Background: an optimization exercise with open tools, aiming at small area. Do not read the settings as production practice.
Function was checked by simulation only, so behaviour that the tests miss may differ from the original.
Power figures rest on the tool's default switching activity, not on a simulated workload.

==> design.v <==
package prbs_pkg;
   typedef logic [8-1:0] prbs_word_t;
   typedef logic [7-1:0] prbs_state_t;
   typedef struct packed {
      logic       valid;
      prbs_word_t data;
   } lane_word_t;
   typedef lane_word_t [28-1:0] lane_bus_t;
   function automatic prbs_word_t prbs_next_word(input prbs_state_t state);
      prbs_state_t lfsr;
      prbs_word_t  word;
      logic        fb;
      int          i;
      lfsr = state;
      for (i = 0; i < 8; i++) begin
         fb      = lfsr[6-1] ^ lfsr[7-1];
         word[i] = fb;
         lfsr    = {lfsr[7-2:0], fb};
      end
      prbs_next_word = word;
   endfunction
   function automatic prbs_state_t prbs_tail_state(input prbs_word_t word);
      prbs_state_t state;
      int          i;
      for (i = 0; i < 7; i++) begin
         state[i] = word[8-1-i];
      end
      prbs_tail_state = state;
   endfunction
endpackage
package link_pkg;
   typedef enum logic [0:0] {
      LINK_DOWN = 1'b0,
      LINK_UP   = 1'b1
   } link_state_t;
   typedef enum logic [1:0] {
      BKT_HOLD  = 2'd0,
      BKT_CLEAR = 2'd1,
      BKT_INC   = 2'd2,
      BKT_DROP  = 2'd3
   } bucket_cmd_t;
   typedef struct packed {
      logic link_up;
      logic link_down_latched;
   } link_status_t;
endpackage
`timescale 1ns/1ps
module prbs_gen (
   input  logic                   clkout1,
   input  logic                   link_down_latched_reset_sync,
   input  logic                   i_force_error,
   output logic                   o_bit0,
   output logic [28*7-1:0]  o_lane_hi
);
   logic [6:0] r_q;
   logic       force_dly;
   logic       bit0_q;
   logic f005;
   logic f006;
   logic f009;
   logic f012;
   logic f017;
   logic f018;
   logic f020;
   logic f024;
   logic f033;
   logic f034;
   logic f036;
   logic f040;
   logic f048;
   logic f066;
   logic f068;
   logic f072;
   logic f080;
   logic f096;
   logic f007;
   logic f011;
   logic f013;
   logic f014;
   logic f019;
   logic f021;
   logic f022;
   logic f025;
   logic f026;
   logic f028;
   logic f035;
   logic f037;
   logic f038;
   logic f041;
   logic f042;
   logic f044;
   logic f049;
   logic f050;
   logic f052;
   logic f056;
   logic f067;
   logic f069;
   logic f070;
   logic f073;
   logic f074;
   logic f076;
   logic f081;
   logic f082;
   logic f084;
   logic f088;
   logic f097;
   logic f098;
   logic f100;
   logic f104;
   logic f112;
   logic f015;
   logic f023;
   logic f027;
   logic f029;
   logic f030;
   logic f039;
   logic f043;
   logic f045;
   logic f046;
   logic f051;
   logic f053;
   logic f054;
   logic f057;
   logic f058;
   logic f060;
   logic f071;
   logic f075;
   logic f077;
   logic f078;
   logic f083;
   logic f085;
   logic f086;
   logic f089;
   logic f090;
   logic f092;
   logic f099;
   logic f101;
   logic f102;
   logic f105;
   logic f106;
   logic f108;
   logic f113;
   logic f114;
   logic f116;
   logic f120;
   logic f031;
   logic f047;
   logic f055;
   logic f059;
   logic f061;
   logic f062;
   logic f079;
   logic f087;
   logic f091;
   logic f093;
   logic f094;
   logic f103;
   logic f107;
   logic f109;
   logic f110;
   logic f115;
   logic f117;
   logic f118;
   logic f121;
   logic f122;
   logic f124;
   logic f063;
   logic f095;
   logic f111;
   logic f119;
   logic f123;
   logic f125;
   logic f126;
   logic f127;
   assign f005 = r_q[0] ^ r_q[2];
   assign f006 = r_q[1] ^ r_q[2];
   assign f009 = r_q[0] ^ r_q[3];
   assign f012 = r_q[2] ^ r_q[3];
   assign f017 = r_q[0] ^ r_q[4];
   assign f018 = r_q[1] ^ r_q[4];
   assign f020 = r_q[2] ^ r_q[4];
   assign f024 = r_q[3] ^ r_q[4];
   assign f033 = r_q[0] ^ r_q[5];
   assign f034 = r_q[1] ^ r_q[5];
   assign f036 = r_q[2] ^ r_q[5];
   assign f040 = r_q[3] ^ r_q[5];
   assign f048 = r_q[4] ^ r_q[5];
   assign f066 = r_q[1] ^ r_q[6];
   assign f068 = r_q[2] ^ r_q[6];
   assign f072 = r_q[3] ^ r_q[6];
   assign f080 = r_q[4] ^ r_q[6];
   assign f096 = r_q[5] ^ r_q[6];
   assign f007 = r_q[0] ^ f006;
   assign f011 = r_q[1] ^ f009;
   assign f013 = r_q[0] ^ f012;
   assign f014 = r_q[1] ^ f012;
   assign f019 = r_q[0] ^ f018;
   assign f021 = r_q[0] ^ f020;
   assign f022 = r_q[1] ^ f020;
   assign f025 = r_q[0] ^ f024;
   assign f026 = r_q[1] ^ f024;
   assign f028 = r_q[2] ^ f024;
   assign f035 = r_q[0] ^ f034;
   assign f037 = r_q[0] ^ f036;
   assign f038 = r_q[1] ^ f036;
   assign f041 = r_q[0] ^ f040;
   assign f042 = r_q[1] ^ f040;
   assign f044 = r_q[2] ^ f040;
   assign f049 = r_q[0] ^ f048;
   assign f050 = r_q[1] ^ f048;
   assign f052 = r_q[2] ^ f048;
   assign f056 = r_q[3] ^ f048;
   assign f067 = r_q[0] ^ f066;
   assign f069 = r_q[0] ^ f068;
   assign f070 = r_q[1] ^ f068;
   assign f073 = r_q[0] ^ f072;
   assign f074 = r_q[1] ^ f072;
   assign f076 = r_q[2] ^ f072;
   assign f081 = r_q[0] ^ f080;
   assign f082 = r_q[1] ^ f080;
   assign f084 = r_q[2] ^ f080;
   assign f088 = r_q[3] ^ f080;
   assign f097 = r_q[0] ^ f096;
   assign f098 = r_q[1] ^ f096;
   assign f100 = r_q[2] ^ f096;
   assign f104 = r_q[3] ^ f096;
   assign f112 = r_q[4] ^ f096;
   assign f015 = f006 ^ f009;
   assign f023 = f005 ^ f018;
   assign f027 = f009 ^ f018;
   assign f029 = f005 ^ f024;
   assign f030 = f006 ^ f024;
   assign f039 = f005 ^ f034;
   assign f043 = f009 ^ f034;
   assign f045 = f005 ^ f040;
   assign f046 = f006 ^ f040;
   assign f051 = f017 ^ f034;
   assign f053 = f005 ^ f048;
   assign f054 = f006 ^ f048;
   assign f057 = f009 ^ f048;
   assign f058 = f018 ^ f040;
   assign f060 = f012 ^ f048;
   assign f071 = f005 ^ f066;
   assign f075 = f009 ^ f066;
   assign f077 = f005 ^ f072;
   assign f078 = f006 ^ f072;
   assign f083 = f017 ^ f066;
   assign f085 = f005 ^ f080;
   assign f086 = f006 ^ f080;
   assign f089 = f009 ^ f080;
   assign f090 = f018 ^ f072;
   assign f092 = f012 ^ f080;
   assign f099 = f033 ^ f066;
   assign f101 = f005 ^ f096;
   assign f102 = f006 ^ f096;
   assign f105 = f009 ^ f096;
   assign f106 = f034 ^ f072;
   assign f108 = f012 ^ f096;
   assign f113 = f017 ^ f096;
   assign f114 = f018 ^ f096;
   assign f116 = f020 ^ f096;
   assign f120 = f024 ^ f096;
   assign f031 = r_q[0] ^ f030;
   assign f047 = r_q[0] ^ f046;
   assign f055 = r_q[0] ^ f054;
   assign f059 = r_q[0] ^ f058;
   assign f061 = r_q[0] ^ f060;
   assign f062 = r_q[1] ^ f060;
   assign f079 = r_q[0] ^ f078;
   assign f087 = r_q[0] ^ f086;
   assign f091 = r_q[0] ^ f090;
   assign f093 = r_q[0] ^ f092;
   assign f094 = r_q[1] ^ f092;
   assign f103 = r_q[0] ^ f102;
   assign f107 = r_q[0] ^ f106;
   assign f109 = r_q[0] ^ f108;
   assign f110 = r_q[1] ^ f108;
   assign f115 = r_q[0] ^ f114;
   assign f117 = r_q[0] ^ f116;
   assign f118 = r_q[1] ^ f116;
   assign f121 = r_q[0] ^ f120;
   assign f122 = r_q[1] ^ f120;
   assign f124 = r_q[2] ^ f120;
   assign f063 = f005 ^ f058;
   assign f095 = f005 ^ f090;
   assign f111 = f005 ^ f106;
   assign f119 = f005 ^ f114;
   assign f123 = f009 ^ f114;
   assign f125 = f005 ^ f120;
   assign f126 = f006 ^ f120;
   assign f127 = f007 ^ f120;
   always_ff @(posedge clkout1) begin
      if (link_down_latched_reset_sync) begin
         r_q       <= 7'h40;
         force_dly <= 1'b0;
      end else begin
         r_q       <= {f005, f067, f096, f048, f024, f012, f006};
         force_dly <= i_force_error;
      end
   end
   always_ff @(posedge clkout1) begin
      bit0_q <= r_q[0] ^ (i_force_error & ~force_dly);
   end
   assign o_bit0 = bit0_q;
   assign o_lane_hi[0*7 +: 7] = {f094, f047, f086, f043, f084, f042, f021};
   assign o_lane_hi[1*7 +: 7] = {f100, f050, f025, f077, f103, f114, f057};
   assign o_lane_hi[2*7 +: 7] = {f111, f118, f059, f092, f046, f023, f074};
   assign o_lane_hi[3*7 +: 7] = {f083, f104, f052, f026, f013, f071, f098};
   assign o_lane_hi[4*7 +: 7] = {f089, f109, f119, f122, f061, f095, f110};
   assign o_lane_hi[5*7 +: 7] = {f090, f045, f087, f106, f053, f091, f108};
   assign o_lane_hi[6*7 +: 7] = {f027, f076, f038, f019, f072, f036, f018};
   assign o_lane_hi[7*7 +: 7] = {f069, f099, f112, f056, f028, f014, f007};
   assign o_lane_hi[8*7 +: 7] = {f033, f081, f105, f117, f123, f124, f062};
   assign o_lane_hi[9*7 +: 7] = {f078, f039, f082, f041, f085, f107, f116};
   assign o_lane_hi[10*7 +: 7] = {f029, f079, f102, f051, f088, f044, f022};
   assign o_lane_hi[11*7 +: 7] = {f068, f034, f017, f073, f101, f115, f120};
   assign o_lane_hi[12*7 +: 7] = {f030, f015, f070, f035, f080, f040, f020};
   assign o_lane_hi[13*7 +: 7] = {f005, f067, f096, f048, f024, f012, f006};
   assign o_lane_hi[14*7 +: 7] = {r_q[6], r_q[5], r_q[4], r_q[3], r_q[2], r_q[1], r_q[0]};
   assign o_lane_hi[15*7 +: 7] = {f097, f113, f121, f125, f127, f126, f063};
   assign o_lane_hi[16*7 +: 7] = {f047, f086, f043, f084, f042, f021, f075};
   assign o_lane_hi[17*7 +: 7] = {f050, f025, f077, f103, f114, f057, f093};
   assign o_lane_hi[18*7 +: 7] = {f118, f059, f092, f046, f023, f074, f037};
   assign o_lane_hi[19*7 +: 7] = {f104, f052, f026, f013, f071, f098, f049};
   assign o_lane_hi[20*7 +: 7] = {f109, f119, f122, f061, f095, f110, f055};
   assign o_lane_hi[21*7 +: 7] = {f045, f087, f106, f053, f091, f108, f054};
   assign o_lane_hi[22*7 +: 7] = {f076, f038, f019, f072, f036, f018, f009};
   assign o_lane_hi[23*7 +: 7] = {f099, f112, f056, f028, f014, f007, f066};
   assign o_lane_hi[24*7 +: 7] = {f081, f105, f117, f123, f124, f062, f031};
   assign o_lane_hi[25*7 +: 7] = {f039, f082, f041, f085, f107, f116, f058};
   assign o_lane_hi[26*7 +: 7] = {f079, f102, f051, f088, f044, f022, f011};
   assign o_lane_hi[27*7 +: 7] = {f034, f017, f073, f101, f115, f120, f060};
endmodule
`timescale 1ns/1ps
module lane_delay_line (
   input  logic                  clkout1,
   input  logic                  link_down_latched_reset_sync,
   input  logic                  i_bit0,
   input  logic [28*7-1:0] i_lane_hi,
   output logic [28*(8+1)-1:0] o_lanes
);
   logic [4:0]              age_q;
   logic [28-1:0]     bit0_q;
   always_ff @(posedge clkout1) begin
      if (link_down_latched_reset_sync) begin
         age_q <= '0;
      end else if (age_q != 5'd31) begin
         age_q <= age_q + 1'b1;
      end
   end
   always_ff @(posedge clkout1) begin
      bit0_q <= {bit0_q[28-2:0], i_bit0};
   end
   for (genvar k = 0; k < 28; k++) begin : g_lane
      assign o_lanes[k*(8+1) +: (8+1)] =
         {(age_q >= 5'(k + 2)), i_lane_hi[k*7 +: 7], bit0_q[k]};
   end
endmodule
`timescale 1ns/1ps
module prbs_checker (
   input  logic                  clkout1,
   input  logic [8:0] i_rx,
   output logic                  o_err
);
   logic       prev_valid;
   logic [7:1] p;
   logic [7:0] c;
   logic [7:0] e;
   always_ff @(posedge clkout1) begin
      prev_valid <= i_rx[8];
      p          <= i_rx[7:1];
   end
   assign c = i_rx[7:0];
   assign e[0] = c[0] ^ (p[1] ^ p[2]);
   assign e[1] = c[1] ^ (p[2] ^ p[3]);
   assign e[2] = c[2] ^ (p[3] ^ p[4]);
   assign e[3] = c[3] ^ (p[4] ^ p[5]);
   assign e[4] = c[4] ^ (p[5] ^ p[6]);
   assign e[5] = c[5] ^ (p[6] ^ p[7]);
   assign e[6] = c[6] ^ (c[0] ^ p[7]);
   assign e[7] = c[7] ^ (c[0] ^ c[1]);
   assign o_err = i_rx[8] & prev_valid & (|e);
endmodule
`timescale 1ns/1ps
module link_bucket_counter (
   input  logic                   clkout1,
   input  logic                   link_down_latched_reset_sync,
   input  logic                   i_err,
   output logic                   o_up
);
   localparam logic [7-1:0] CTR_MAX  = 7'(67);
   localparam logic [7-1:0] CTR_DROP = 7'(34);
   logic                   up_q;
   logic [7-1:0] count_q;
   always_ff @(posedge clkout1) begin
      if (link_down_latched_reset_sync) begin
         up_q    <= 1'b0;
         count_q <= '0;
      end else if (!up_q) begin
         if (i_err) begin
            count_q <= '0;
         end else if (count_q != CTR_MAX) begin
            count_q <= count_q + 1'b1;
         end else begin
            up_q <= 1'b1;
         end
      end else begin
         if (i_err) begin
            if (count_q > CTR_DROP) begin
               count_q <= count_q - CTR_DROP;
            end else begin
               count_q <= '0;
               up_q    <= 1'b0;
            end
         end else if (count_q != CTR_MAX) begin
            count_q <= count_q + 1'b1;
         end
      end
   end
   assign o_up = up_q;
endmodule
`timescale 1ns/1ps
module link_fsm (
   input  logic                    clkout1,
   input  logic                    link_down_latched_reset_sync,
   input  logic [28-1:0]     i_lane_err,
   output logic [1:0]              o_status
);
   logic                   rst_q;
   logic                   err_q;
   logic                   up_q;
   always_ff @(posedge clkout1) begin
      rst_q <= link_down_latched_reset_sync;
   end
   always_ff @(posedge clkout1) begin
      if (link_down_latched_reset_sync) begin
         err_q <= 1'b0;
      end else begin
         err_q <= ~rst_q & (|i_lane_err);
      end
   end
   link_bucket_counter link_bucket_counter_inst (
      .clkout1                      (clkout1),
      .link_down_latched_reset_sync (link_down_latched_reset_sync),
      .i_err                        (err_q),
      .o_up                         (up_q)
   );
   assign o_status = {up_q, ~rst_q};
endmodule
`timescale 1ns/1ps
module prbs_link_top (
   input  logic                    clkout1,
   input  logic                    link_down_latched_reset_sync,
   input  logic                    i_force_error,
   output logic [28*(8+1)-1:0] o_tx_lanes,
   input  logic [28*(8+1)-1:0] i_rx_lanes,
   output logic [1:0]              o_status
);
   logic                   bit0;
   logic [28*7-1:0]  lane_hi;
   logic [28-1:0]    lane_err;
   prbs_gen prbs_gen_inst (
      .clkout1                      (clkout1),
      .link_down_latched_reset_sync (link_down_latched_reset_sync),
      .i_force_error                (i_force_error),
      .o_bit0                       (bit0),
      .o_lane_hi                    (lane_hi)
   );
   lane_delay_line lane_delay_line_inst (
      .clkout1                      (clkout1),
      .link_down_latched_reset_sync (link_down_latched_reset_sync),
      .i_bit0                       (bit0),
      .i_lane_hi                    (lane_hi),
      .o_lanes                      (o_tx_lanes)
   );
   for (genvar g = 0; g < 28; g++) begin : g_chk
      prbs_checker prbs_checker_inst (
         .clkout1 (clkout1),
         .i_rx    (i_rx_lanes[g*(8+1) +: (8+1)]),
         .o_err   (lane_err[g])
      );
   end
   link_fsm link_fsm_inst (
      .clkout1                      (clkout1),
      .link_down_latched_reset_sync (link_down_latched_reset_sync),
      .i_lane_err                   (lane_err),
      .o_status                     (o_status)
   );
endmodule
==> flow/run.sh <==
#!/bin/bash
# The standard layout, with the port buffers made from the smallest buffer
# cell instead of the delay buffer buffer_ports picks by default.
set -euo pipefail
bash standard.sh \
  "BUFFER_PORTS_ARGS=-buffer_cell sky130_fd_sc_hd__buf_1" \
  finish > flow_make.log 2>&1
==> standard.sh <==
#!/bin/bash
# synth_recipe.tcl (not shown) runs the flow's synth.tcl, then flattens the netlist and writes it again
# the make line also repeats each setting of config.mk as NAME=value (left out here)
make -C /OpenROAD-flow-scripts/flow DESIGN_CONFIG=/design/flow/config.mk WORK_HOME=/design/flow/orfs CLKGATE_MAP_FILE= SYNTH_SCRIPT=/design/flow/synth_recipe.tcl "${@:-finish}"
==> config.mk <==
export PLATFORM = sky130hd
export DESIGN_NAME = prbs_link_top
export DESIGN_NICKNAME = prbs_link_top
export VERILOG_FILES = /design/flow/design.v
export SDC_FILE = /design/flow/constraint.sdc
export NUM_CORES = 4
export LEC_CHECK = 0
export CAP_MARGIN = 20
export CORE_MARGIN = 2
export CORE_UTILIZATION = 40
export PLACE_DENSITY = 0.6
export SLEW_MARGIN = 20
==> constraint.sdc <==
create_clock -name core_clock -period 4.0 [get_ports {clkout1}]
set_input_delay 0.8000 -clock core_clock [delete_from_list [all_inputs] [get_ports {clkout1}]]
set_output_delay 0.8000 -clock core_clock [all_outputs]
set_load 0.01 [all_outputs]
==> metrics.yaml, run 1 <==
outcome:
  outcome: "no timing/DRC/antenna violations"
floorplan:
  core_mm2: 0.0316
  num_rows: 65
  die-area_mm2: 0.0337
  io_pins: 509
  die_h_um: 184
  start_util_pct: 40.7
  die_width_um: 184
sta:
  finalCritPeriodShare_pct: 88.2
  finalSetupViolations: 0
  max_freq_mhz: 283
  setup-tns-final_ns: 0
  rsz0062_at_grt: "false"
  period_needed_ns: 3.53
  tightestPinTransition_ns: 0.999
  drv_slew: 0
  skew_ns: 0.00778
  finalHoldViolations: 0
  relSlewSlack_pct: 33.0
synth:
  ys_seq_elements: 276
  syn-num-nets: 1577
  yosysWarnings: 5
  ys_seq_area_share_pct: 42.9
  syn_area_per_cell_um2: 9.82
  synth_cell_types: 47
  async_reset_ff_share_pct: 0
  postSynthCellCount: 1313
  synthFlopType: "dfxtp_1"
  synth_enable_flop_cells: 0
  synth_area_mm2: 0.0129
worst_setup_path:
  worst_path_largest_cell_delay_ns: 0.88
  worst_path_max_delay_cell: "xnor2_1"
  crit_required_ns: 3.20
  crit_fanout: 10
  crit-reg2reg-capture: "link_fsm_inst.err_q"
  path_common_cell: "xnor2_1"
  reg2reg_slack_ns: 1.21
  rr_worst_depth: 7
  worst_setup_path_end_kind: "primary output"
  startpoint: "prbs_gen_inst.r_q[6]"
  crit_type: "register to primary output"
  path_cells: "xnor2_1 -> xor2_1 -> xnor2_1 -> buf_1"
  start_kind: "register"
  crit_arrival_ns: 2.73
  r2r_start: "g_chk[19].prbs_checker_inst.p[7]"
clock_tree:
  htree_levels: 1
  cts_sinks: 276
  clk_latency_ns: 0.55
  cts_tree: "yes"
  clock_path_buffers: 3
  cts_buffers: 30
  cts_root_buf: "clkbuf_16"
  postCtsHoldBufs: 0
  clk_pin_slew_ns: 0.06
  cts.repair.resized: 0
  cts_setup_buffers: 0
route:
  routed_wl_um: 34100
  routedWlPerCell_um: 16.3
  vias_per_cell: 4.75
  route.detailed.drc: 0
  drt_first_iter_violations: 422
  antenna_left: 0
  vias: 9894
  dr.pass1.iters: 5
power:
  total_power_mw: 15.4
  combinationalPowerShare_pct: 59.5
  pwr-share-clk_pct: 18.8
  leakage_nw: 6.07
  p_sw_mw: 7.48
  swShare_pct: 48.6
  p_int_mw: 7.90
  peakVddDrop_v: 0.00129
  pwr-share-seq_pct: 21.7
  p_per_area_mw_per_mm2: 1030
layout:
  nets: 1921
  syn2layout_area_growth_pct: 16.2
  drive_above_1_share_pct: 4.00
placed_design:
  io_buffers: 508
  hpwl_um: 27700
  place_congestion: 0.874
global_route:
  track_usage_pct: 18.9
  grt_max_degree: 16
  grt_first_pass_wirelength_um: 50400
  grt_pass1_vias: 9650
  grt_antenna_before_repair: 6
  grt_overflow: 0
hold_path:
  hp-start: "prbs_gen_inst.bit0_q"
  min_to: "lane_delay_line_inst.bit0_q[0]"
  worstHoldPathCells: 0
  worstHoldPathType: "register to register"
job:
  maxCapViolCount: 0
==> Yosys cell counts (all sizes together), types with 12 or more instances <==
master	count	area, um^2
dfxtp	276	5530
nor2	51	191
xnor2	126	1110
buf	200	1470
o211ai	12	90.1
nor3	100	500
and3	91	569
inv	40	150
o311ai	15	131
nand2	16	60.1
o22ai	35	219
xor2	228	2010
==> worst max path at each step <==
| stage | end | slack [ns] | depth (start not counted) |
|---|---|---|---|
| global route | o_tx_lanes[47] | 0.29 | 4 |
| CTS | o_tx_lanes[192] | 0.46 | 4 |
| detailed placement | link_fsm_inst.err_q | 0.64 | 8 |
| global placement | link_fsm_inst.err_q | 0.67 | 8 |
| finish | o_tx_lanes[192] | 0.47 | 4 |
| floorplan | o_tx_lanes[139] | 1.29 | 6 |
==> state kept, by name, indices dropped and copies added, names as in the netlist <==
| signal | cells |
|---|---|
| g_chk.prbs_checker_inst.p | 196 |
| g_chk.prbs_checker_inst.prev_valid | 28 |
| lane_delay_line_inst.age_q | 5 |
| lane_delay_line_inst.bit0_q | 28 |
| link_fsm_inst.err_q | 1 |
| link_fsm_inst.link_bucket_counter_inst.count_q | 7 |
| link_fsm_inst.link_bucket_counter_inst.up_q | 1 |
| link_fsm_inst.rst_q | 1 |
| prbs_gen_inst.bit0_q | 1 |
| prbs_gen_inst.force_dly | 1 |
| prbs_gen_inst.r_q | 7 |
==> power groups by stage <==
stage | clock, mW | sequential (mW) | combinational [mW]
final | 2.89 | 3.34 | 9.15
after global routing | 3.09 | 3.39 | 9.78
after CTS | 2.98 | 3.34 | 9.05
after detailed placement | 0 | 3.40 | 9.01
after global placement | 0 | 3.39 | 9.03
after floorplan | 0 | 3.35 | 9.75
==> logic make-up after synthesis <==
family	Yosys count	synth area share (%)
muxes	13	1.04
AOI/OAI and AO/OA	108	5.78
buffers and inverters	251	12.9
DFF	276	42.9
and+or+nand+nor	302	12.3
adders and majority gates	9	0.874
xor gates and xnor gates	354	24.2
==> worst max-delay path, delay by kind of cell (launching register included) <==
family,cells,cell delay [ns]
buffers and inverters,1,0.19
XOR/XNOR,3,1.48
flip-flops,1,0.51
==> metal layers <==
layer | routed length [um] | global-route usage, % | part of all wire [%]
met1 | 14600 | 23.9 | 43
met2 | 15200 | 30.1 | 44
met3 | 3320 | 6.56 | 9.7
met4 | 959 | 6.34 | 2.8
met5 | 27 | 0 | 0.079
==> area by class of cell <==
type,instances,area (um^2)
Clock buffer,46,912
Inverter,40,150
Tap cell,402,503
Clock inverter,6,134
Fill cell,3063,16700
Timing Repair Buffer,523,2020
Sequential cell,276,5530
Antenna cell,5,12.5
Multi-Input combinational cell,786,5720
==> stage by stage <==
| stage | hold slack (ns) | instance area [um^2] | cells | setup WS (ns) | util [%] |
|---|---|---|---|---|---|
| final | 0.326 | 15000 | 2084 | 0.470 | 47.3 |
| after global routing | 0.334 | 15000 | 2082 | 0.293 | 47.3 |
| after CTS | 0.329 | 15000 | 2079 | 0.460 | 47.3 |
| after detailed placement | 0.319 | 13900 | 2027 | 0.644 | 44.0 |
| after global placement | 0.316 | 13900 | 2027 | 0.669 | 44.0 |
| after floorplan | 0.310 | 12900 | 1313 | 1.29 | - |
==> cell usage in the layout (no fill, tap or decap), types with 5 or more instances in the layout <==
master,synthesis,final
a21oi_1,11,11
and3_1,91,91
buf_1,3,508
buf_4,190,15
clkbuf_1,11,7
clkbuf_16,0,31
clkbuf_8,0,8
dfxtp_1,276,276
diode_2,0,5
ha_1,9,9
inv_1,40,40
mux2i_1,10,10
nand2_1,16,16
nand2b_1,5,5
nand3_1,11,11
nand4_1,11,11
nor2_1,51,51
nor2b_1,9,9
nor3_1,100,100
o211ai_1,12,12
o21ai_0,10,10
o22ai_1,35,35
o311ai_0,10,10
o311ai_1,5,5
xnor2_1,125,124
xor2_1,226,225
==> run 2: changes to the inputs <==
==> run.sh (new file) <==
#!/bin/bash
# synth_recipe.tcl (not shown) runs the flow's synth.tcl, then flattens the netlist and writes it again
# the make line also repeats each setting of config.mk as NAME=value (left out here)
make -C /OpenROAD-flow-scripts/flow DESIGN_CONFIG=/design/flow/config.mk WORK_HOME=/design/flow/orfs CLKGATE_MAP_FILE= SYNTH_SCRIPT=/design/flow/synth_recipe.tcl finish
--- a/config.mk
+++ b/config.mk
@@ -6,4 +6,5 @@
 export NUM_CORES = 4
 export LEC_CHECK = 0
+export ABC_AREA = 1
 export CAP_MARGIN = 20
 export CORE_MARGIN = 2
removed: flow/run.sh
removed: standard.sh
==> metrics.yaml, run 2 <==
route:
  routedLengthMet1_um: 18300  # was 14600 um
  dr.pass1.iters: 5  # unchanged
  dr_wl_met3_um: 2760  # was 3320 um
  vias: 13600  # was 9894
  wl_met2_um: 21100  # was 15200 um
  antenna_left: 0  # unchanged
  route.detailed.drc: 0  # unchanged
  vias_per_cell: 4.32  # was 4.75
  top_layer: "met5"  # unchanged
  routedWlPerCell_um: 13.6  # was 16.3 um
  routed_wl_um: 42900  # was 34100 um
  drt_first_iter_violations: 479  # was 422
sta:
  finalCritPeriodShare_pct: 94.3  # was 88.2%
  period_needed_ns: 3.77  # was 3.53 ns
  finalSetupViolations: 0  # unchanged
  finalHoldViolations: 0  # unchanged
  tightestPinTransition_ns: 0.821  # was 0.999 ns
  drv_slew: 0  # unchanged
  max_freq_mhz: 265  # was 283 MHz
  relSlewSlack_pct: 45.3  # was 33.0%
  setup-tns-final_ns: 0  # unchanged
  skew_ns: 0.0264  # was 0.00778 ns
  rsz0062_at_grt: "false"  # unchanged
power:
  total_power_mw: 19.3  # was 15.4 mW
  leakage_nw: 10.4  # was 6.07 nW
  p_sw_mw: 7.46  # was 7.48 mW
  pwr-share-seq_pct: 17.0  # was 21.7%
  p_per_area_mw_per_mm2: 903  # was 1030 mW/mm^2
  p_int_mw: 11.9  # was 7.90 mW
  peakVddDrop_v: 0.00143  # was 0.00129 V
  combinationalPowerShare_pct: 66.6  # was 59.5%
  pwr-share-clk_pct: 16.3  # was 18.8%
  swShare_pct: 38.6  # was 48.6%
layout:
  regMostFlops: "g_chk.prbs_checker_inst.p"  # unchanged
  finalInstanceArea_mm2: 0.0214  # was 0.0150 mm^2
  largest_register_ffs: 196  # unchanged
  final_util_pct: 54.1  # was 47.3%
  final_cell_mix: "648 x nand2_1, 508 x clkdlybuf4s50_1, 310 x inv_1"  # was 508 x buf_1, 276 x dfxtp_1, 225 x xor2_1
  syn2layout_area_growth_pct: 34.1  # was 16.2%
  nets: 2851  # was 1921
  final_common_cell: "nand2_1"  # was buf_1
  reg_top3: "g_chk.prbs_checker_inst.p: 196 flops, g_chk.prbs_checker_inst.prev_valid: 28 flops, lane_delay_line_inst.bit0_q: 28 flops"  # unchanged
  final.fill_count: 3741  # was 3063
  drive_above_1_share_pct: 4.48  # was 4.00%
outcome:
  outcome: "no timing/DRC/antenna violations"  # unchanged
worst_setup_path:
  worst_path_largest_cell_delay_ns: 0.65  # was 0.88 ns
  crit_required_ns: 3.20  # about the same
  worst_path_max_delay_cell: "clkdlybuf4s50_1"  # was xnor2_1
  crit_fanout: 11  # was 10
  crit_type: "register to primary output"  # unchanged
  path_common_cell: "xor2_1"  # was xnor2_1
  r2r_start: "g_chk[23].prbs_checker_inst.p[3]"  # was g_chk[19].prbs_checker_inst.p[7]
  startpoint: "prbs_gen_inst.r_q[1]"  # was prbs_gen_inst.r_q[6]
  path_cells: "buf_4 -> inv_4 -> nand2_1 -> nand2_2 -> xor2_1 -> xor2_1 -> clkdlybuf4s50_1"  # was xnor2_1 -> xor2_1 -> xnor2_1 -> buf_1
  crit_arrival_ns: 2.97  # was 2.73 ns
  worst_setup_path_end_kind: "primary output"  # unchanged
  start_kind: "register"  # unchanged
synth:
  synth_enable_flop_cells: 0  # unchanged
  async_reset_ff_share_pct: 0  # unchanged
  postSynthCellCount: 2243  # was 1313
  synth_top_area_share_pct: 34.6  # was 42.9%
  post-synth-top-count-cell: "nand2_1"  # was dfxtp_1
  syn_area_per_cell_um2: 7.11  # was 9.82 um^2
  synth.area.top_cells: "dfxtp_1 35%, nand2_1 15%, buf_4 9.0%, xor2_1 8.9%, inv_1 7.3%"  # was dfxtp_1 43%, xor2_1 15%, buf_4 11%, xnor2_1 8.5%, and3_1 4.4%
  syn-num-nets: 2507  # was 1577
  ys_seq_area_share_pct: 34.6  # was 42.9%
  synth_cell_types: 31  # was 47
  yosys.area.top_type: "dfxtp_1"  # unchanged
  synth_common_cells: "648 x nand2_1, 310 x inv_1, 276 x dfxtp_1"  # was 276 x dfxtp_1, 226 x xor2_1, 190 x buf_4
  synth_area_mm2: 0.0159  # was 0.0129 mm^2
  yosysWarnings: 5  # unchanged
  ys_seq_elements: 276  # unchanged
  synthFlopType: "dfxtp_1"  # unchanged
placed_design:
  io_buffers: 508  # unchanged
  place_congestion: 0.864  # was 0.874
  hpwl_um: 34800  # was 27700 um
  post_dp_cell_area_mm2: 0.0202  # was 0.0139 mm^2
floorplan:
  die_width_um: 204  # was 184 um
  num_rows: 73  # was 65
  start_util_pct: 40.3  # was 40.7%
  io_pins: 509  # unchanged
  core_mm2: 0.0395  # was 0.0316 mm^2
  die_h_um: 204  # was 184 um
  die-area_mm2: 0.0415  # was 0.0337 mm^2
clock_tree:
  clock_path_buffers: 3  # unchanged
  cts_sinks: 276  # unchanged
  cts_root_buf: "clkbuf_16"  # unchanged
  htree_levels: 2  # was 1
  clk_latency_ns: 0.54  # was 0.55 ns
  cts_buffers: 35  # was 30
  clk_pin_slew_ns: 0.05  # was 0.06 ns
  cts_tree: "yes"  # unchanged
  cts_setup_buffers: 0  # unchanged
global_route:
  track_usage_pct: 20.3  # was 18.9%
  grt_first_pass_wirelength_um: 67100  # was 50400 um
  grt_pass1_vias: 13200  # was 9650
  grt_overflow: 0  # unchanged
  grt_antenna_before_repair: 8  # was 6
  grt_max_degree: 18  # was 16
job:
  maxCapViolCount: 0  # unchanged
hold_path:
  hp-start: "prbs_gen_inst.bit0_q"  # unchanged
  worstHoldPathType: "register to register"  # unchanged
run 2: worst paths after layout:
path	to	slack (ns)	cells after the start
worst max-delay path	o_tx_lanes[6]	0.23	7
worst min-delay path	lane_delay_line_inst.bit0_q[0]	0.33	0
worst max register to register	link_fsm_inst.err_q	2.21	11
worst min register to register	lane_delay_line_inst.bit0_q[0]	0.33	0
run 2: stage by stage:
step / hold WS [ns] / cells / setup slack, ns
3_3_place_gp: 0.318 / 3075 / 0.477
5_1_grt: 0.328 / 3143 / 0.115
4_1_cts: 0.325 / 3138 / 0.0186
6_report: 0.326 / 3144 / 0.228
3_5_place_dp: 0.313 / 3075 / 0.384
2_1_floorplan: 0.310 / 2243 / 1.64
run 2: final cells by class:
type	count	area, um^2	area share (%)
clock inverters	14	141	0.661
flip-flops and latches	276	5530	25.8
diodes	6	15.0	0.0702
well taps	525	657	3.07
multi-input cells	1438	7660	35.8
inverters	317	1190	5.58
clock buffers	49	1020	4.77
repair buffers	519	5170	24.2
run 2: power by group through the flow:
stage,Clock [mW],Sequential [mW],Combinational (mW)
4_1_cts,3.27,3.29,13.0
2_1_floorplan,0,3.34,9.18
5_1_grt,3.38,3.33,13.6
3_3_place_gp,0,3.33,12.9
3_5_place_dp,0,3.35,12.8
6_report,3.16,3.29,12.9
run 2: cells by family after synthesis:
group | after synthesis | synth area share [%]
flops | 276 | 34.6
fa+ha+maj | 9 | 0.706
compound gates | 41 | 1.44
xor+xnor | 296 | 17.7
buf+inv | 529 | 17.4
simple gates | 1092 | 28.1
run 2: critical path: cells and delay by family (launching register included):
| kind | cells | cell delay (ns) |
|---|---|---|
| simple gates | 2 | 0.33 |
| xor+xnor | 2 | 0.84 |
| flops | 1 | 0.33 |
| buf+inv | 3 | 0.95 |
run 2: timing repair:
item / 4_1_cts / 5_1_grt
pin swaps: 0 / 0
gates resized for setup: 1 / 1
hold buffers: 0 / 0
setup endpoints to repair: 2 / 12
gates cloned: 0 / 0
run 2: routing by layer:
layer / GRT usage (%) / up-vias
met1: 24.2 / 6014
met4: 5.45 / 4
met5: 0 / -
met3: 5.40 / 47
met2: 35.9 / 299
li1: - / 7213
==> run 3: changes to the inputs <==
==> flow/run.sh (new file) <==
#!/bin/bash
# The standard layout, with the port buffers made from the smallest buffer
# cell instead of the delay buffer buffer_ports picks by default, and a clock
# tree of smaller buffers without dummy loads.
set -euo pipefail
bash standard.sh \
  "BUFFER_PORTS_ARGS=-buffer_cell sky130_fd_sc_hd__buf_1" \
  "CTS_ARGS=-sink_clustering_enable -repair_clock_nets -dont_use_dummy_load -buf_list {sky130_fd_sc_hd__clkbuf_4 sky130_fd_sc_hd__clkbuf_8} -sink_clustering_size 25 -sink_clustering_max_diameter 60" \
  finish > flow_make.log 2>&1
==> standard.sh (new file) <==
#!/bin/bash
# synth_recipe.tcl (not shown) runs the flow's synth.tcl, then flattens the netlist and writes it again
# the make line also repeats each setting of config.mk as NAME=value (left out here)
make -C /OpenROAD-flow-scripts/flow DESIGN_CONFIG=/design/flow/config.mk WORK_HOME=/design/flow/orfs CLKGATE_MAP_FILE= SYNTH_SCRIPT=/design/flow/synth_recipe.tcl "${@:-finish}"
--- a/config.mk
+++ b/config.mk
@@ -6,5 +6,4 @@
 export NUM_CORES = 4
 export LEC_CHECK = 0
-export ABC_AREA = 1
 export CAP_MARGIN = 20
 export CORE_MARGIN = 2
removed: run.sh
==> metrics.yaml, run 3 <==
outcome:
  outcome: "no timing/DRC/antenna violations"  # unchanged
layout:
  final_common_cell: "buf_1"  # was nand2_1
  nets: 1917  # was 2851
  drive_above_1_share_pct: 2.91  # was 4.48%
  largest_register_ffs: 196  # unchanged
  finalInstanceArea_mm2: 0.0143  # was 0.0214 mm^2
  regMostFlops: "g_chk.prbs_checker_inst.p"  # unchanged
  reg_top3: "g_chk.prbs_checker_inst.p: 196 flops, g_chk.prbs_checker_inst.prev_valid: 28 flops, lane_delay_line_inst.bit0_q: 28 flops"  # unchanged
  syn2layout_area_growth_pct: 10.8  # was 34.1%
  final_cell_mix: "508 x buf_1, 276 x dfxtp_1, 225 x xor2_1"  # was 648 x nand2_1, 508 x clkdlybuf4s50_1, 310 x inv_1
synth:
  synth-compound-area-share_pct: 5.78  # was 1.44%
  synth_common_cells: "276 x dfxtp_1, 226 x xor2_1, 190 x buf_4"  # was 648 x nand2_1, 310 x inv_1, 276 x dfxtp_1
  post-synth-top-count-cell: "dfxtp_1"  # was nand2_1
  synthXorXnorAreaFrac_pct: 24.2  # was 17.7%
  yosysWarnings: 5  # unchanged
  synth_enable_flop_cells: 0  # unchanged
  synth_cell_types: 47  # was 31
  async_reset_ff_share_pct: 0  # unchanged
  ys_seq_area_share_pct: 42.9  # was 34.6%
  synth_top_area_share_pct: 42.9  # was 34.6%
  synthAdderAreaFrac_pct: 0.874  # was 0.706%
  synth.area.mux_share_pct: 1.04  # was 0%
  syn-num-nets: 1577  # was 2507
  synth_top_family_by_area: "XOR/XNOR gates"  # was simple AND/OR/NAND/NOR gates
  syn_area_per_cell_um2: 9.82  # was 7.11 um^2
  ys_seq_elements: 276  # unchanged
  synth_area_mm2: 0.0129  # was 0.0159 mm^2
  synth.area.top_cells: "dfxtp_1 43%, xor2_1 15%, buf_4 11%, xnor2_1 8.5%, and3_1 4.4%"  # was dfxtp_1 35%, nand2_1 15%, buf_4 9.0%, xor2_1 8.9%, inv_1 7.3%
  synthFlopType: "dfxtp_1"  # unchanged
  yosys.area.top_type: "dfxtp_1"  # unchanged
  synth_simple_gate_area_share_pct: 12.3  # was 28.1%
  postSynthCellCount: 1313  # was 2243
floorplan:
  die_width_um: 184  # was 204 um
  die-area_mm2: 0.0337  # was 0.0415 mm^2
  io_pins: 509  # unchanged
  die_h_um: 184  # was 204 um
  core_mm2: 0.0316  # was 0.0395 mm^2
  num_rows: 65  # was 73
  start_util_pct: 40.7  # was 40.3%
route:
  drt_first_iter_violations: 380  # was 479
  routedWlPerCell_um: 16.4  # was 13.6 um
  dr.pass1.iters: 5  # unchanged
  route.detailed.drc: 0  # unchanged
  vias_per_cell: 4.79  # was 4.32
  antenna_left: 0  # unchanged
  routed_wl_um: 33700  # was 42900 um
  vias: 9843  # was 13600
worst_setup_path:
  start_kind: "register"  # unchanged
  crit_fanout: 10  # was 11
  crit_type: "register to primary output"  # unchanged
  crit_arrival_ns: 2.73  # was 2.97 ns
  crit_required_ns: 3.20  # about the same
  worst_setup_path_end_kind: "primary output"  # unchanged
sta:
  finalCritPeriodShare_pct: 88.2  # was 94.3%
  tightestPinTransition_ns: 1.02  # was 0.821 ns
  rsz0062_at_grt: "false"  # unchanged
  fin_ws_ns: 0.472  # was 0.228 ns
  relSlewSlack_pct: 31.5  # was 45.3%
  period_needed_ns: 3.53  # was 3.77 ns
  setup-tns-final_ns: 0  # unchanged
  max_freq_mhz: 283  # was 265 MHz
  finalHoldViolations: 0  # unchanged
  finalSetupViolations: 0  # unchanged
  drv_slew: 0  # unchanged
  skew_ns: 0.0352  # was 0.0264 ns
placed_design:
  hpwl_um: 27700  # was 34800 um
  post_dp_cell_area_mm2: 0.0139  # was 0.0202 mm^2
  io_buffers: 508  # unchanged
  post-place-ws_ns: 0.644  # was 0.384 ns
  place_congestion: 0.874  # was 0.864
global_route:
  track_usage_pct: 18.5  # was 20.3%
  grt_overflow: 0  # unchanged
  grt_first_pass_wirelength_um: 49500  # was 67100 um
  grt_max_degree: 21  # was 18
  grt_pass1_vias: 9533  # was 13200
  grt_antenna_before_repair: 8  # unchanged
job:
  maxCapViolCount: 0  # unchanged
clock_tree:
  cts_setup_buffers: 0  # unchanged
  postCtsHoldBufs: 0  # unchanged
  cts_buffers: 26  # was 35
  clk_latency_ns: 0.57  # was 0.54 ns
  cts_tree: "yes"  # unchanged
  cts.repair.resized: 0  # was 1
  cts_root_buf: "clkbuf_8"  # was clkbuf_16
  clock_path_buffers: 3  # unchanged
  clk_pin_slew_ns: 0.08  # was 0.05 ns
  cts_sinks: 276  # unchanged
  htree_levels: 1  # was 2
power:
  leakage_nw: 5.75  # was 10.4 nW
  p_per_area_mw_per_mm2: 974  # was 903 mW/mm^2
  peakVddDrop_v: 0.00129  # was 0.00143 V
  total_power_mw: 13.9  # was 19.3 mW
hold_path:
  worstHoldPathType: "register to register"  # unchanged
run 3: cell count changes in the layout (fill, tap and decap cells not counted), moves of 36 or more:
cell / previous run / this run
nor3_1: 10 / 100
clkdlybuf4s50_1: 508 / 0
nand2_1: 648 / 16
clkbuf_16: 36 / 0
xor2_1: 162 / 225
nor2_1: 221 / 51
buf_1: 0 / 508
and3_1: 0 / 91
nand3_1: 155 / 11
inv_1: 310 / 40
run 3: where the power goes:
group | internal (mW) | switching [mW] | leakage (nW)
registers | 3.06 | 0.275 | 2.32
clock network | 0.578 | 0.866 | 0.187
logic | 3.03 | 6.10 | 3.23
run 3: cell families (layout without fill, tap and decap cells):
logic type,after synthesis,after routing
other cells,0,3
simple gates,302,302
xor+xnor,354,354
fa+ha+maj,9,9
compound gates,108,108
mux,13,13
buf+inv,251,589
flops,276,276
run 3: final timing paths:
kind	from	to	slack, ns	cells past startpoint
min reg2reg	prbs_gen_inst.bit0_q	lane_delay_line_inst.bit0_q[0]	0.33	0
max	prbs_gen_inst.r_q[6]	o_tx_lanes[192]	0.47	4
max reg2reg	g_chk[19].prbs_checker_inst.p[7]	link_fsm_inst.err_q	1.20	7
min	prbs_gen_inst.bit0_q	lane_delay_line_inst.bit0_q[0]	0.33	0
run 3: stage by stage:
step	hold WS (ns)	util (%)	std cells
finish	0.332	45.1	2056
global route	0.307	45.1	2056
CTS	0.298	45.1	2053
detailed placement	0.319	44.0	2027
global placement	0.316	44.0	2027
floorplan	0.310	-	1313
run 3: metal layers:
layer | share of wire, % | global-route usage, %
met1 | 43 | 23.5
met2 | 44 | 29.6
met3 | 9.5 | 6.42
met4 | 2.9 | 5.76
met5 | 0.17 | 0
run 3: layout make-up:
| cell class | count | area (um^2) |
|---|---|---|
| diodes | 3 | 7.51 |
| clock buffers | 26 | 358 |
| fillers | 3132 | 17400 |
| inverters | 40 | 150 |
| multi-input cells | 786 | 5720 |
| flip-flops and latches | 276 | 5530 |
| well taps | 402 | 503 |
| repair buffers | 523 | 2020 |
run 3: critical path, cell delays in order, from the launching register on:
cell and delay [ns]:
dfxtp_1 0.51, xnor2_1 0.89, xor2_1 0.32, xnor2_1 0.28, buf_1 0.19
==> run 4: changes to the inputs <==
--- a/design.v
+++ b/design.v
@@ -389,31 +389,31 @@
    output logic                   o_up
 );
-   localparam logic [7-1:0] CTR_MAX  = 7'(67);
-   localparam logic [7-1:0] CTR_DROP = 7'(34);
-   logic                   up_q;
-   logic [7-1:0] count_q;
+   localparam logic [5:0] L0  = 6'h01;
+   localparam logic [5:0] L33 = 6'h12;
+   logic       up_q;
+   logic       h_q;
+   logic [5:0] l_q;
+   logic       l_end;
+   logic       l_zero;
+   assign l_end  = (l_q == L33);
+   assign l_zero = (l_q == L0);
    always_ff @(posedge clkout1) begin
       if (link_down_latched_reset_sync) begin
-         up_q    <= 1'b0;
-         count_q <= '0;
-      end else if (!up_q) begin
-         if (i_err) begin
-            count_q <= '0;
-         end else if (count_q != CTR_MAX) begin
-            count_q <= count_q + 1'b1;
-         end else begin
-            up_q <= 1'b1;
+         up_q <= 1'b0;
+         h_q  <= 1'b0;
+         l_q  <= L0;
+      end else if (i_err) begin
+         h_q <= 1'b0;
+         if (!(up_q && h_q && !l_zero)) begin
+            l_q  <= L0;
+            up_q <= 1'b0;
          end
+      end else if (h_q && l_end) begin
+         up_q <= 1'b1;
+      end else if (l_end) begin
+         h_q <= 1'b1;
+         l_q <= L0;
       end else begin
-         if (i_err) begin
-            if (count_q > CTR_DROP) begin
-               count_q <= count_q - CTR_DROP;
-            end else begin
-               count_q <= '0;
-               up_q    <= 1'b0;
-            end
-         end else if (count_q != CTR_MAX) begin
-            count_q <= count_q + 1'b1;
-         end
+         l_q <= {l_q[4:0], l_q[5] ^ l_q[4]};
       end
    end
==> flow/run.sh (replaced) <==
#!/bin/bash
# The standard layout, with the port buffers made from the smallest buffer
# cell instead of the delay buffer buffer_ports picks by default, and a clock
# tree of smaller buffers without dummy loads.
set -euo pipefail
bash standard.sh \
  "BUFFER_PORTS_ARGS=-buffer_cell sky130_fd_sc_hd__buf_1" \
  "CTS_ARGS=-sink_clustering_enable -repair_clock_nets -dont_use_dummy_load -buf_list {sky130_fd_sc_hd__clkbuf_4 sky130_fd_sc_hd__clkbuf_8} -sink_clustering_size 20 -sink_clustering_max_diameter 60" \
  finish > flow_make.log 2>&1
--- a/config.mk
+++ b/config.mk
@@ -8,5 +8,5 @@
 export CAP_MARGIN = 20
 export CORE_MARGIN = 2
-export CORE_UTILIZATION = 40
-export PLACE_DENSITY = 0.6
+export CORE_UTILIZATION = 60
+export PLACE_DENSITY = 0.8
 export SLEW_MARGIN = 20
==> metrics.yaml, run 4 <==
clock_tree:
  postCtsHoldBufs: 0  # unchanged
  clock_path_buffers: 3  # unchanged
  clk_pin_slew_ns: 0.11  # was 0.08 ns
  clk_latency_ns: 0.55  # was 0.57 ns
  cts_tree: "yes"  # unchanged
  htree_levels: 1  # unchanged
  cts.repair.resized: 0  # unchanged
  cts_root_buf: "clkbuf_8"  # unchanged
  cts_sinks: 276  # unchanged
  cts_buffers: 22  # was 26
  cts_setup_buffers: 0  # unchanged
worst_setup_path:
  worst_path_max_delay_cell: "xnor2_2"  # was xnor2_1
  crit_arrival_ns: 2.74  # was 2.73 ns
  reg2reg_slack_ns: 1.67  # was 1.20 ns
  start_kind: "register"  # unchanged
  crit_type: "register to primary output"  # unchanged
  worst_setup_path_end_kind: "primary output"  # unchanged
  crit-reg2reg-capture: "link_fsm_inst.err_q"  # unchanged
  path_delay_family: "XOR/XNOR gates"  # unchanged
  r2r_start: "g_chk[8].prbs_checker_inst.p[7]"  # was g_chk[19].prbs_checker_inst.p[7]
  startpoint: "prbs_gen_inst.r_q[5]"  # was prbs_gen_inst.r_q[6]
  worst-path-stages: 4  # unchanged
  crit_end: "o_tx_lanes[76]"  # was o_tx_lanes[192]
  rr_worst_depth: 7  # unchanged
  crit_fanout: 9  # was 10
  crit_required_ns: 3.20  # about the same
  path_cells: "xnor2_2 -> xor2_1 -> xnor2_1 -> buf_1"  # was xnor2_1 -> xor2_1 -> xnor2_1 -> buf_1
  worst_path_largest_cell_delay_ns: 0.62  # was 0.89 ns
  worst-path-buf-inv: 1  # unchanged
layout:
  reg_top3: "g_chk.prbs_checker_inst.p: 196 flops, g_chk.prbs_checker_inst.prev_valid: 28 flops, lane_delay_line_inst.bit0_q: 28 flops"  # unchanged
  largest_register_ffs: 196  # unchanged
  final_common_cell: "buf_1"  # unchanged
  drive_above_1_share_pct: 3.05  # was 2.91%
  final_cell_mix: "507 x buf_1, 276 x dfxtp_1, 216 x xor2_1"  # was 508 x buf_1, 276 x dfxtp_1, 225 x xor2_1
  regMostFlops: "g_chk.prbs_checker_inst.p"  # unchanged
  nets: 1905  # was 1917
  syn2layout_area_growth_pct: 8.68  # was 10.8%
global_route:
  grt_max_degree: 24  # was 21
  grt_overflow: 0  # unchanged
  track_usage_pct: 30.5  # was 18.5%
  grt_first_pass_wirelength_um: 52200  # was 49500 um
  grt_pass1_vias: 9914  # was 9533
  grt_antenna_before_repair: 4  # was 8
placed_design:
  io_buffers: 508  # unchanged
  hpwl_um: 30700  # was 27700 um
  place_congestion: 0.885  # was 0.874
synth:
  synth.area.mux_share_pct: 0.804  # was 1.04%
  synth_simple_gate_area_share_pct: 13.2  # was 12.3%
  synth_cell_types: 49  # was 47
  synth_enable_flop_cells: 0  # unchanged
  async_reset_ff_share_pct: 0  # unchanged
  synth_common_cells: "276 x dfxtp_1, 216 x xor2_1, 194 x buf_4"  # was 276 x dfxtp_1, 226 x xor2_1, 190 x buf_4
  yosysWarnings: 5  # unchanged
  synth.area.top_cells: "dfxtp_1 43%, xor2_1 15%, buf_4 11%, xnor2_1 8.1%, and3_1 4.2%"  # was dfxtp_1 43%, xor2_1 15%, buf_4 11%, xnor2_1 8.5%, and3_1 4.4%
  ys_seq_elements: 276  # unchanged
  synthAdderAreaFrac_pct: 0.678  # was 0.874%
  synth_area_mm2: 0.0129  # about the same
  syn_area_per_cell_um2: 9.86  # was 9.82 um^2
  synthXorXnorAreaFrac_pct: 24.2  # about the same
  post-synth-top-count-cell: "dfxtp_1"  # unchanged
  postSynthCellCount: 1310  # was 1313
  synth_top_area_share_pct: 42.8  # was 42.9%
  synth_top_family_by_area: "XOR/XNOR gates"  # unchanged
  syn-num-nets: 1572  # was 1577
  ys_seq_area_share_pct: 42.8  # was 42.9%
  synthFlopType: "dfxtp_1"  # unchanged
  yosys.area.top_type: "dfxtp_1"  # unchanged
  synth-compound-area-share_pct: 5.23  # was 5.78%
power:
  pwr-share-seq_pct: 22.9  # was 24.0%
  combinationalPowerShare_pct: 68.0  # was 65.6%
  p_int_mw: 6.62  # was 6.67 mW
  p_per_area_mw_per_mm2: 1040  # was 974 mW/mm^2
  leakage_nw: 5.75  # about the same
  p_sw_mw: 7.96  # was 7.24 mW
  pwr-share-clk_pct: 9.1  # was 10.4%
  peakVddDrop_v: 0.000742  # was 0.00129 V
  swShare_pct: 54.6  # was 52.1%
floorplan:
  die-area_mm2: 0.0227  # was 0.0337 mm^2
  num_rows: 53  # was 65
  start_util_pct: 61.3  # was 40.7%
  core_mm2: 0.0211  # was 0.0316 mm^2
  io_pins: 509  # unchanged
  die_width_um: 151  # was 184 um
  die_h_um: 151  # was 184 um
sta:
  drv_slew: 0  # unchanged
  rsz0062_at_grt: "false"  # unchanged
  skew_ns: 0.0476  # was 0.0352 ns
  period_needed_ns: 3.54  # was 3.53 ns
  setup-tns-final_ns: 0  # unchanged
  hold_slack_ns: 0.335  # was 0.332 ns
  finalHoldViolations: 0  # unchanged
  finalCritPeriodShare_pct: 88.5  # was 88.2%
  relSlewSlack_pct: 42.4  # was 31.5%
  finalSetupViolations: 0  # unchanged
  max_freq_mhz: 282  # was 283 MHz
  tightestPinTransition_ns: 0.858  # was 1.02 ns
route:
  top_layer: "met5"  # unchanged
  drt_first_iter_violations: 429  # was 380
  route.detailed.drc: 0  # unchanged
  vias_per_cell: 5.18  # was 4.79
  wl_met2_um: 16900  # was 14900 um
  antenna_left: 0  # unchanged
  vias: 9938  # was 9843
  dr.pass1.iters: 5  # unchanged
  dr_wl_met3_um: 3500  # was 3210 um
  routed_wl_um: 36400  # was 33700 um
  routedLengthMet1_um: 12900  # was 14500 um
  routedWlPerCell_um: 19.0  # was 16.4 um
hold_path:
  worstHoldPathType: "primary input to register"  # was register to register
  hp-start: "i_rx_lanes[116]"  # was prbs_gen_inst.bit0_q
outcome:
  outcome: "no timing/DRC/antenna violations"  # unchanged
job:
  maxCapViolCount: 0  # unchanged
-- run 4: changes by cell type after synthesis, moves of 4 or more --
cell / delta
o311ai_1: -5
and2_1: +5
nand2b_1: +4
xnor2_1: -5
xnor2_2: +4
nor3_1: +7
xor2_1: -10
buf_4: +4
nor2b_1: +7
o21ai_0: -4
and3_1: -4
a21o_1: +5
-- run 4: worst register-to-register path, delay by kind of cell (launching register included) --
family / cells / cell delay, ns
compound gates: 3 / 0.64
flops: 1 / 0.38
xor+xnor: 1 / 0.18
mux: 1 / 0.21
simple gates: 2 / 0.75
-- run 4: per-stage QoR --
step                cells  instance area (um^2)  total power, mW  util, %  setup WS (ns)
floorplan            1310                 12900             13.2        -           1.51
global placement     1894                 13700             13.2     65.1           1.05
detailed placement   1894                 13700             13.2     65.1          0.992
CTS                  1916                 14000             14.6     66.5          0.424
global route         1918                 14000             15.5     66.6          0.277
finish               1920                 14000             14.6     66.6          0.459
-- run 4: routing by layer --
layer | global-route usage [%] | vias up
met5 | 0 | -
met4 | 23.4 | 2
met3 | 9.48 | 100
met2 | 50.9 | 437
met1 | 32.0 | 4578
li1 | - | 4821
-- run 4: logic make-up after synthesis --
| family | Yosys count |
|---|---|
| adder cells (fa/ha/maj) | 7 |
| AND/OR/NAND/NOR | 321 |
| flip-flops | 276 |
| AO/OA/AOI/OAI | 97 |
| XOR/XNOR | 345 |
| multiplexers | 10 |
| buffers and inverters | 254 |
-- run 4: how the worst min path moves through the flow --
stage	to	slack, ns	depth (start not counted)
final	g_chk[12].prbs_checker_inst.prev_valid	0.34	1
after global routing	g_chk[3].prbs_checker_inst.prev_valid	0.30	1
after CTS	g_chk[12].prbs_checker_inst.prev_valid	0.31	1
after detailed placement	lane_delay_line_inst.bit0_q[0]	0.32	0
after global placement	lane_delay_line_inst.bit0_q[0]	0.31	0
after floorplan	lane_delay_line_inst.bit0_q[0]	0.31	0
-- run 4: power groups by stage --
stage | combinational (mW) | clock [mW] | sequential [mW]
after floorplan | 9.88 | 0 | 3.36
after global placement | 9.79 | 0 | 3.39
after detailed placement | 9.83 | 0 | 3.41
after CTS | 9.86 | 1.37 | 3.34
after global routing | 10.6 | 1.48 | 3.38
final | 9.91 | 1.33 | 3.34
-- run 4: area by class of cell --
class	count	area (um^2)
inverters	41	154
clock buffers	22	303
repair buffers	522	2010
fillers	1792	7050
multi-input cells	780	5690
flip-flops and latches	276	5530
diodes	4	10.0
well taps	275	344
==> run 5: changes to the inputs <==
==> flow/run.sh (replaced) <==
#!/bin/bash
# The standard layout, with the port buffers made from the smallest buffer
# cell instead of the delay buffer buffer_ports picks by default, and a clock
# tree of smaller buffers without dummy loads.
set -euo pipefail
bash standard.sh \
  "BUFFER_PORTS_ARGS=-buffer_cell sky130_fd_sc_hd__buf_1" \
  "CTS_ARGS=-sink_clustering_enable -repair_clock_nets -dont_use_dummy_load -buf_list {sky130_fd_sc_hd__clkbuf_16} -sink_clustering_size 30 -sink_clustering_max_diameter 60" \
  finish > flow_make.log 2>&1
--- a/config.mk
+++ b/config.mk
@@ -8,5 +8,5 @@
 export CAP_MARGIN = 20
 export CORE_MARGIN = 2
-export CORE_UTILIZATION = 60
-export PLACE_DENSITY = 0.8
+export CORE_UTILIZATION = 40
+export PLACE_DENSITY = 0.6
 export SLEW_MARGIN = 20
==> metrics.yaml, run 5 <==
layout:
  largest_register_ffs: 196  # unchanged
  reg_top3: "g_chk.prbs_checker_inst.p: 196 flops, g_chk.prbs_checker_inst.prev_valid: 28 flops, lane_delay_line_inst.bit0_q: 28 flops"  # unchanged
  regMostFlops: "g_chk.prbs_checker_inst.p"  # unchanged
  syn2layout_area_growth_pct: 11.6  # was 8.68%
  drive_above_1_share_pct: 2.69  # was 3.05%
  nets: 1900  # was 1905
  final_common_cell: "buf_1"  # unchanged
  finalInstanceArea_mm2: 0.0144  # was 0.0140 mm^2
  final_util_pct: 45.5  # was 66.6%
  final_cell_mix: "508 x buf_1, 276 x dfxtp_1, 216 x xor2_1"  # was 507 x buf_1, 276 x dfxtp_1, 216 x xor2_1
placed_design:
  place_congestion: 0.839  # was 0.885
  post-place-ws_ns: 0.641  # was 0.992 ns
  io_buffers: 508  # unchanged
  hpwl_um: 26100  # was 30700 um
  post_dp_cell_area_mm2: 0.0138  # was 0.0137 mm^2
global_route:
  grt_max_degree: 25  # was 24
  track_usage_pct: 17.6  # was 30.5%
  grt_overflow: 0  # unchanged
  grtUsageMet2_pct: 30.9  # was 50.9%
  grt_antenna_before_repair: 4  # unchanged
  busiest_layer: "met2"  # unchanged
  use_met1_pct: 20.9  # was 32.0%
  use_met3_pct: 5.25  # was 9.48%
  grt_first_pass_wirelength_um: 47700  # was 52200 um
  grt_pass1_vias: 9233  # was 9914
clock_tree:
  htree_levels: 1  # unchanged
  clk_latency_ns: 0.50  # was 0.55 ns
  cts_root_buf: "clkbuf_16"  # was clkbuf_8
  clk_pin_slew_ns: 0.05  # was 0.11 ns
  postCtsHoldBufs: 0  # unchanged
  clock_path_buffers: 3  # unchanged
  cts.repair.resized: 0  # unchanged
  cts_setup_buffers: 0  # unchanged
  cts_buffers: 23  # was 22
  cts_sinks: 276  # unchanged
  cts_tree: "yes"  # unchanged
route:
  routedWlPerCell_um: 15.3  # was 19.0 um
  vias: 9574  # was 9938
  antenna_left: 0  # unchanged
  route.detailed.drc: 0  # unchanged
  drt_first_iter_violations: 379  # was 429
  vias_per_cell: 4.69  # was 5.18
  dr.pass1.iters: 4  # was 5
  routed_wl_um: 31200  # was 36400 um
job:
  maxCapViolCount: 0  # unchanged
worst_setup_path:
  path_cells: "xnor2_2 -> xor2_1 -> xnor2_1 -> buf_1"  # unchanged
  worst_path_largest_cell_delay_ns: 0.86  # was 0.62 ns
  start_kind: "register"  # unchanged
  crit_arrival_ns: 2.87  # was 2.74 ns
  r2r_start: "g_chk[8].prbs_checker_inst.p[7]"  # unchanged
  crit_type: "register to primary output"  # unchanged
  worst_setup_path_end_kind: "primary output"  # unchanged
  reg2reg_slack_ns: 1.50  # was 1.67 ns
  crit_required_ns: 3.20  # about the same
  crit_fanout: 13  # was 9
  rr_worst_depth: 7  # unchanged
  crit-reg2reg-capture: "link_fsm_inst.err_q"  # unchanged
  worst_path_max_delay_cell: "xnor2_2"  # unchanged
synth:
  synth_top_area_share_pct: 42.8  # unchanged
  synthFlopType: "dfxtp_1"  # unchanged
  synth.area.mux_share_pct: 0.804  # unchanged
  synth_top_family_by_area: "XOR/XNOR gates"  # unchanged
  yosys.area.top_type: "dfxtp_1"  # unchanged
  synth_area_mm2: 0.0129  # unchanged
  async_reset_ff_share_pct: 0  # unchanged
  syn-num-nets: 1572  # unchanged
  synth.area.top_cells: "dfxtp_1 43%, xor2_1 15%, buf_4 11%, xnor2_1 8.1%, and3_1 4.2%"  # unchanged
  synth_cell_types: 49  # unchanged
  ys_seq_area_share_pct: 42.8  # unchanged
  yosysWarnings: 5  # unchanged
  synth_simple_gate_area_share_pct: 13.2  # unchanged
  syn_area_per_cell_um2: 9.86  # unchanged
  postSynthCellCount: 1310  # unchanged
  synth-compound-area-share_pct: 5.23  # unchanged
  ys_seq_elements: 276  # unchanged
  synth_enable_flop_cells: 0  # unchanged
  synthXorXnorAreaFrac_pct: 24.2  # unchanged
  post-synth-top-count-cell: "dfxtp_1"  # unchanged
  synth_common_cells: "276 x dfxtp_1, 216 x xor2_1, 194 x buf_4"  # unchanged
  synthAdderAreaFrac_pct: 0.678  # unchanged
power:
  peakVddDrop_v: 0.00101  # was 0.000742 V
  leakage_nw: 5.84  # was 5.75 nW
  p_per_area_mw_per_mm2: 973  # was 1040 mW/mm^2
sta:
  rsz0062_at_grt: "false"  # unchanged
  fin_ws_ns: 0.333  # was 0.459 ns
  tightestPinTransition_ns: 0.987  # was 0.858 ns
  drv_slew: 0  # unchanged
  finalSetupViolations: 0  # unchanged
  hold_slack_ns: 0.334  # was 0.335 ns
  skew_ns: 0.0402  # was 0.0476 ns
  finalCritPeriodShare_pct: 91.7  # was 88.5%
  setup-tns-final_ns: 0  # unchanged
  relSlewSlack_pct: 33.9  # was 42.4%
  period_needed_ns: 3.67  # was 3.54 ns
  max_freq_mhz: 273  # was 282 MHz
  finalHoldViolations: 0  # unchanged
floorplan:
  die_width_um: 184  # was 151 um
  core_mm2: 0.0317  # was 0.0211 mm^2
  io_pins: 509  # unchanged
  num_rows: 65  # was 53
  die-area_mm2: 0.0338  # was 0.0227 mm^2
  start_util_pct: 40.7  # was 61.3%
  die_h_um: 184  # was 151 um
outcome:
  outcome: "no timing/DRC/antenna violations"  # unchanged
hold_path:
  worstHoldPathCells: 0  # was 1
  worstHoldPathType: "register to register"  # was primary input to register
  hp-start: "prbs_gen_inst.bit0_q"  # was i_rx_lanes[116]
  min_to: "lane_delay_line_inst.bit0_q[0]"  # was g_chk[12].prbs_checker_inst.prev_valid
==> run 5: how the worst max path moves through the flow <==
stage,from,end,slack [ns],depth (start not counted)
3_3_place_gp,i_rx_lanes[72],link_fsm_inst.err_q,0.65,8
4_1_cts,prbs_gen_inst.r_q[5],o_tx_lanes[227],0.28,4
3_5_place_dp,i_rx_lanes[72],link_fsm_inst.err_q,0.64,8
5_1_grt,prbs_gen_inst.r_q[5],o_tx_lanes[227],0.15,4
2_1_floorplan,prbs_gen_inst.r_q[6],o_tx_lanes[139],1.51,6
6_report,prbs_gen_inst.r_q[5],o_tx_lanes[227],0.33,4
==> run 5: per-stage QoR <==
stage	power, mW	std cells
after floorplan	13.2	1310
after global placement	12.2	2015
after detailed placement	12.2	2015
after CTS	14.1	2038
after global routing	15.0	2039
final	14.0	2041
==> run 5: area by class of cell <==
class	count	area (um^2)
sequential	276	5530
fill	3173	17300
multi-input combinational	780	5690
inverter	41	154
clock buffer	23	576
tap	402	503
antenna	3	7.51
timing repair buffer	516	1970
==> run 5: kinds of logic after synthesis <==
logic type,count (synthesis)
muxes,10
DFF,276
AOI/OAI and AO/OA,97
xor gates and xnor gates,345
buffers and inverters,254
and+or+nand+nor,321
adders and majority gates,7
==> run 5: metal layers <==
layer | part of all wire [%] | vias up
li1 | - | 4833
met1 | 41 | 4362
met4 | 2.8 | 2
met2 | 47 | 329
met5 | 0.058 | -
met3 | 8.6 | 48
==> run 5: report_power, final <==
part,internal (mW),total (mW),switching (mW)
Sequential,3.07,3.36,0.296
Combinational,2.99,8.75,5.77
Clock,1.01,1.91,0.905
==> run 5: worst max-delay path, delay by kind of cell, from the launching register on <==
kind	cells	cell delay [ns]
XOR/XNOR	3	1.69
buffers and inverters	1	0.22
flip-flops	1	0.48

[re-timing with driven ports]
How much do the figures lean on ideal ports? The routed layouts below were timed once more, with nothing changed but the port constraints. Step 1, drivers: a clkbuf_16 drives clkout1 and a buf_2 each remaining input, both assumed. Step 2 times the ports against the registers' clock, not the clock port: input delays grow and output delays shrink by t, the midpoint of the rising clock arrivals with the driver on. a / b / c = ideal / step 1 / step 2; a / b = the first two.
run | t (ns) | setup slack, ns | cell pins on the clock port's net
run 1 | 0.597 | 0.470 / 0.421 / 0.655 | 1
run 2 | 0.575 | 0.228 / 0.177 / 0.752 | 1
run 3 | 0.585 | 0.472 / 0.428 / 0.673 | 1
run 4 | 0.575 | 0.459 / 0.412 / 0.987 | 1
run 5 | 0.540 | 0.333 / 0.283 / 0.824 | 1
After both steps setup and hold are still met in every run listed.
